This design comes from an exercise in tuning for small area, a short achievable clock period and few clock cycles per item on the open sky130 flow, not from production work. Only simulation tests tie the RTL to the original design; equivalence was not proved.

==> flow/design.v (excerpt) <==
module pi_heading_aligner_top (
  input  logic                                clk_i,
  input  logic                                rst_ni,
  input  logic                                cfg_we_i,
  input  logic [pha_pkg::AddrW-1:0]           cfg_addr_i,
  input  logic [pha_pkg::CfgDataW-1:0]        cfg_wdata_i,
  input  logic                                in_valid_i,
  output logic                                in_ready_o,
  input  logic signed [pha_pkg::ErrW-1:0]     heading_error_i,
  input  logic                                target_valid_i,
  output logic                                out_valid_o,
  input  logic                                out_ready_i,
  output logic signed [pha_pkg::DriveW-1:0]   left_drive_o,
  output logic signed [pha_pkg::DriveW-1:0]   right_drive_o,
  output logic signed [pha_pkg::DriveW-1:0]   steer_value_o,
  output logic                                aligned_o
);
  localparam int unsigned IW = 21;   
  pha_pkg::cfg_t cfg_q;
  logic sk_valid_q, s0_valid_q, s1_valid_q, s2_valid_q, out_valid_q;
  logic adv, s0_load, in_acc, in_ready_q;
  logic [ErrW-1:0]        sk_err_q, s0_err_q;
  logic                   sk_tgt_q, s0_tgt_q, s1_tgt_q, s2_tgt_q;
  logic signed [IW-1:0]   integ_q;
  logic [36:0]            s1_prop_q;
  logic [36:5]            s2_acc_q;
  logic signed [DriveW-1:0] left_q, right_q, steer_q;
  logic                   aligned_q;
  logic [GainEncW-1:0] gain_enc;
  always_comb begin
    for (int j = 0; j < GainW / 2; j++) begin
      logic y1, y0, ym;
      y1 = cfg_wdata_i[2*j+1];
      y0 = cfg_wdata_i[2*j];
      ym = (j == 0) ? 1'b0 : cfg_wdata_i[2*j-1];
      gain_enc[3*j]   = y0 ^ ym;
      gain_enc[3*j+1] = (y1 & !y0 & !ym) | (!y1 & y0 & ym);
      gain_enc[3*j+2] = y1;
    end
  end
  always_ff @(posedge clk_i or negedge rst_ni) begin
    if (!rst_ni) begin
      cfg_q.prop_gain      <= '0;
      cfg_q.integ_gain     <= '0;
      cfg_q.integ_limit    <= '0;
      cfg_q.speed_limit    <= SpeedLimReset;
      cfg_q.seek_direction <= SeekNone;
    end else if (cfg_we_i) begin
  ...
For scale: ~250 flip-flops, ~94 I/O pins.
export LEC_CHECK = 0
export ABC_AREA = 1
export CAP_MARGIN = 20
export CORE_MARGIN = 2
export CORE_UTILIZATION = 40
export SLEW_MARGIN = 20
create_clock -name core_clock -period 15.0 [get_ports {clk_i}]
standard.sh (not shown) runs the stock make flow with config.mk's settings and CLKGATE_MAP_FILE= SYNTH_SCRIPT=/design/flow/synth_recipe.tcl, a recipe that flattens the netlist after the stock synthesis.
==> flow/flow/run.sh <==
#!/bin/bash
set -euo pipefail
MARGIN=$(cat "$(dirname "$0")/setup_margin.txt")
bash standard.sh finish SETUP_SLACK_MARGIN=$MARGIN > flow_make.log 2>&1
==> flow/flow/setup_margin.txt <==
10
The baseline went through all stages and came out clean.
Testbench counts at the start, summed over its fixed seeds: cycles 5,952, items 5,760.
Next try:
==> flow/flow/run.sh (replaced) <==
#!/bin/bash
set -euo pipefail
HERE="$(cd "$(dirname "$0")" && pwd)"
mapfile -t ARGS < "$HERE/make_args.txt"
bash standard.sh finish "${ARGS[@]}" > flow_make.log 2>&1
==> flow/flow/make_args.txt (new file) <==
SETUP_SLACK_MARGIN=10
BUFFER_PORTS_ARGS=-buffer_cell sky130_fd_sc_hd__buf_1
Settings changed: CTS_BUF_LIST set to sky130_fd_sc_hd__clkbuf_4 sky130_fd_sc_hd__clkbuf_8.
removed: flow/flow/setup_margin.txt
The changed run completed without violations.
Worst setup slack got worse by 0.31 ns.
Sequential share of layout area grows by 0.16 points.
Worst hold slack degrades by 0.010 ns.
Next try:
==> flow/flow/make_args.txt (replaced) <==
SETUP_SLACK_MARGIN=10.5
Settings changed: CTS_BUF_LIST sky130_fd_sc_hd__clkbuf_4 sky130_fd_sc_hd__clkbuf_8 to unset.
=>
- worst setup slack is better by 0.28 ns
- sequential cell count does not change
- fmax came out higher by 5.5%
- routed wire length came out higher by 5.0%
Next try:
==> flow/flow/make_args.txt (replaced) <==
SETUP_SLACK_MARGIN=10
BUFFER_PORTS_ARGS=-buffer_cell sky130_fd_sc_hd__buf_1
Result: Worst setup slack gains 0.016 ns. Final cell count falls by 2.2%. Die area is unchanged. Utilization falls by 4.5 points. Routed wire length falls by 6.5%. Non-clock buffer count falls by 106.

what the ideal ports hide:
How much do the figures lean on ideal ports? The routed layouts below were timed once more, with nothing changed but the port constraints.
Step 1, drivers: a clkbuf_16 drives clk_i and a buf_2 each remaining input, both assumed.
Step 2 moves the port delays by t, midway between the first and last clock arrival at a register: inputs arrive t later, outputs are due t later. That takes back most of the time a late clock gives input paths.
a / b / c = no drivers / after step 1 / after step 2; a / b = the first two.
run | t (ns) | slack for setup (ns) | worst setup path after step 2 | clock arrival spread, ns | pins driven straight from the clock port
the first run | 0.635 | 9.972 / 9.972 / 9.557 | input to register | 0.019 / 0.018 | 1
the second run | 0.690 | 9.660 / 9.660 / 9.605 | input to register | 0.076 / 0.075 | 1
the third run | 0.638 | 9.940 / 9.940 / 9.940 | register to register | 0.030 / 0.030 | 1
the fourth run | 0.631 | 9.956 / 9.956 / 9.748 | input to register | 0.033 / 0.033 | 1
After both steps every run listed still meets setup and hold. The setup slack of the first run, which loses most, moves by 0.000 ns with the drivers and by -0.415 ns with both steps.
